What follows belongs to an exercise in optimizing a design on an open flow for small area, a short achievable clock period and few clock cycles per item; a production flow would make more cautious choices. The RTL was checked by simulation tests, not by an equivalence proof against the original design.

## tea_cipher_engine
module tea_cipher_engine #(
  parameter int          ROUNDS     = 32,
  parameter bit          READY_COMB = 1'b0,   
  parameter int          ADDER      = 2,
  parameter logic [31:0] DELTA      = 32'h9E3779B9
) (
  input  logic         clk,
  input  logic         reset,
  input  logic         in_valid,
  output logic         in_ready,
  input  logic         in_mode,
  input  logic [63:0]  in_data,
  input  logic [127:0] in_key,
  output logic         out_valid,
  input  logic         out_ready,
  output logic [63:0]  out_data,
  output logic         out_mode,
  output logic         busy
);
clock: 12.0 ns
lec_check: 0
cap_margin: 20
core_margin: 2
core_utilization: 55
slew_margin: 20
standard.sh (not shown) runs the stock make flow with config.mk's settings and CLKGATE_MAP_FILE= SYNTH_SCRIPT=/design/flow/synth_recipe.tcl, a recipe that flattens the netlist after the stock synthesis.
==> flow/flow/run.sh <==
#!/bin/bash
# Standard ORFS layout with these changes:
# - synthesis is synth_recipe.tcl with ABC run on flow/map.abc (delay-targeted mapping),
# - no full/half-adder cell extraction before ABC, so ABC sees the whole datapath,
# - ports are buffered with the smallest buffer, buf_1,
# - timing repair aims at a setup margin of 7 ns, well past what the 12 ns clock needs.
# The make output goes to make_finish.log; each step's full log is under orfs/logs/.
set -euo pipefail
W=$(pwd)
export MY_ABC_SCRIPT=$W/flow/map.abc
export MY_ABC_D=2500
bash standard.sh SYNTH_SCRIPT=$W/flow/synth.tcl ADDER_MAP_FILE= SETUP_SLACK_MARGIN=7 \
  "BUFFER_PORTS_ARGS=-buffer_cell sky130_fd_sc_hd__buf_1" finish > $W/make_finish.log 2>&1
==> flow/flow/map.abc <==
strash
dch
map -D 2500
topo
buffer -c
upsize -c
dnsize -c
==> flow/flow/synth.tcl <==
proc synth {args} { yosys synth -nofsm -noshare {*}$args }
# ABC with yosys's own delay-driven script (no -script) and the delay target MY_ABC_D ps.
proc abc {args} {
  set out {}
  set skip 0
  foreach a $args {
    if {$skip} { set skip 0; continue }
    if {$a eq "-script" || $a eq "-D"} { set skip 1; continue }
    lappend out $a
  }
  if {[info exists ::env(MY_ABC_SCRIPT)] && $::env(MY_ABC_SCRIPT) ne ""} { lappend out -script $::env(MY_ABC_SCRIPT) }
  lappend out -D $::env(MY_ABC_D)
  puts "abc override: $out"
  yosys abc {*}$out
}
source $::env(SCRIPTS_DIR)/synth.tcl
# left out here: clear keep_hierarchy, flatten, clean up, hide names made inside functions, write 1_2_yosys.v
Testbench counts at the start, summed over its fixed seeds: cycles 85,105, items 1,280.
Edit:
--- a/flow/flow/run.sh
+++ b/flow/flow/run.sh
@@ -10,3 +10,3 @@
 export MY_ABC_SCRIPT=$W/flow/map.abc
-export MY_ABC_D=2500
+export MY_ABC_D=3000
 bash standard.sh SYNTH_SCRIPT=$W/flow/synth.tcl ADDER_MAP_FILE= SETUP_SLACK_MARGIN=7 \
==> flow/flow/map.abc (replaced) <==
strash
dch
map -D 3000
topo
buffer -c
upsize -c
dnsize -c
CORE_UTILIZATION = 62   (was 55)
What happened: The changed run completed with no timing, DRC or antenna violations; maximum frequency stays flat; synthesized area shrinks by 6.1%; die area went down by 16%; count of clock-buffer cells in the layout stays the same; sequential cell count is unchanged; wire length came out lower by 9.7%.
Edit:
==> flow/flow/run.sh (replaced) <==
#!/bin/bash
# Standard ORFS layout with three changes:
# - synthesis is synth_recipe.tcl with ABC run on flow/map.abc (delay-targeted mapping),
# - no full/half-adder cell extraction before ABC, so ABC sees the whole datapath,
# - timing repair aims at a setup margin of 7 ns, well past what the 12 ns clock needs.
# The make output goes to make_finish.log; each step's full log is under orfs/logs/.
set -euo pipefail
W=$(pwd)
export MY_ABC_SCRIPT=$W/flow/map.abc
export MY_ABC_D=3000
bash standard.sh SYNTH_SCRIPT=$W/flow/synth.tcl ADDER_MAP_FILE= SETUP_SLACK_MARGIN=7 finish > $W/make_finish.log 2>&1
CORE_UTILIZATION = 40   (was 62)
Outcome: The changed run finished with timing, DRC and antenna clean. Die area went up by well over a third. Worst setup slack got worse by 0.084 ns. Design area rose by roughly a tenth. Cell count is higher by a little under a tenth.
Edit:
==> flow/flow/run.sh (replaced) <==
#!/bin/bash
# Standard ORFS layout with these changes:
# - synthesis is synth_recipe.tcl with ABC run on flow/map.abc (delay-targeted mapping),
# - no full/half-adder cell extraction before ABC, so ABC sees the whole datapath,
# - ports are buffered with the smallest buffer, buf_1,
# - timing repair aims at a setup margin of 7 ns, well past what the 12 ns clock needs.
# The make output goes to make_finish.log; each step's full log is under orfs/logs/.
set -euo pipefail
W=$(pwd)
export MY_ABC_SCRIPT=$W/flow/map.abc
export MY_ABC_D=3000
bash standard.sh SYNTH_SCRIPT=$W/flow/synth.tcl ADDER_MAP_FILE= SETUP_SLACK_MARGIN=7 \
  "BUFFER_PORTS_ARGS=-buffer_cell sky130_fd_sc_hd__buf_1" finish > $W/make_finish.log 2>&1
CORE_UTILIZATION = 55   (was 40)
PLACE_DENSITY = 0.75   (was default)
Outcome: Hold slack hardly moves. Via count climbs slightly. Register-to-register slack gets worse by 0.03 ns.
Edit:
PLACE_DENSITY = default   (was 0.75)
What happened:
- cell area went down by 0.66%
- wire length came out lower by 2.8%
- clock-buffer cell count climbs by 4
- maximum frequency rose by 0.71%
- utilization goes down by 0.43 points
Edit:
--- a/flow/flow/run.sh
+++ b/flow/flow/run.sh
@@ -5,3 +5,3 @@
 # - ports are buffered with the smallest buffer, buf_1,
-# - timing repair aims at a setup margin of 7 ns, well past what the 12 ns clock needs.
+# - timing repair aims at a setup margin of 6 ns, well past what the 12 ns clock needs.
 # The make output goes to make_finish.log; each step's full log is under orfs/logs/.
@@ -11,3 +11,3 @@
 export MY_ABC_D=3000
-bash standard.sh SYNTH_SCRIPT=$W/flow/synth.tcl ADDER_MAP_FILE= SETUP_SLACK_MARGIN=7 \
+bash standard.sh SYNTH_SCRIPT=$W/flow/synth.tcl ADDER_MAP_FILE= SETUP_SLACK_MARGIN=6 \
   "BUFFER_PORTS_ARGS=-buffer_cell sky130_fd_sc_hd__buf_1" finish > $W/make_finish.log 2>&1
CORE_UTILIZATION = 40   (was 55)
=> Register-to-register slack is worse by 0.48 ns; sequential share of layout area goes down by 0.27 points; routed wire length goes up by 10%; cell area goes up by 0.94%; worst setup slack is worse by 0.48 ns; core utilization goes down by 17 points; hold slack is worse by 0.0038 ns; via count goes down by about 0.9%.

-- static timing again, ports no longer ideal --
In the flow no input, the clock included, has a driving cell. The finished layouts below were timed again as built, in two steps. Step 1, drivers: a clkbuf_16 drives clk and a buf_2 each remaining input, both assumed. Step 2 moves the port delays by t, midway between the first and last clock arrival at a register: inputs arrive t later, outputs are due t later. That takes back most of the time a late clock gives input paths. a / b / c = no drivers / after step 1 / after step 2; a / b = the first two.
run | t, ns | setup slack, ns | clock arrival spread, ns
the first run | 0.602 | 7.290 / 7.290 / 7.290 | 0.022 / 0.022
the second run | 0.594 | 7.285 / 7.285 / 7.285 | 0.011 / 0.012
the third run | 0.625 | 7.201 / 7.145 / 7.282 | 0.021 / 0.022
the fourth run | 0.595 | 7.254 / 7.254 / 7.254 | 0.016 / 0.017
the fifth run | 0.585 | 7.288 / 7.288 / 7.288 | 0.012 / 0.013
the sixth run | 0.625 | 6.804 / 6.804 / 6.804 | 0.021 / 0.022
After both steps every run listed still meets setup and hold.
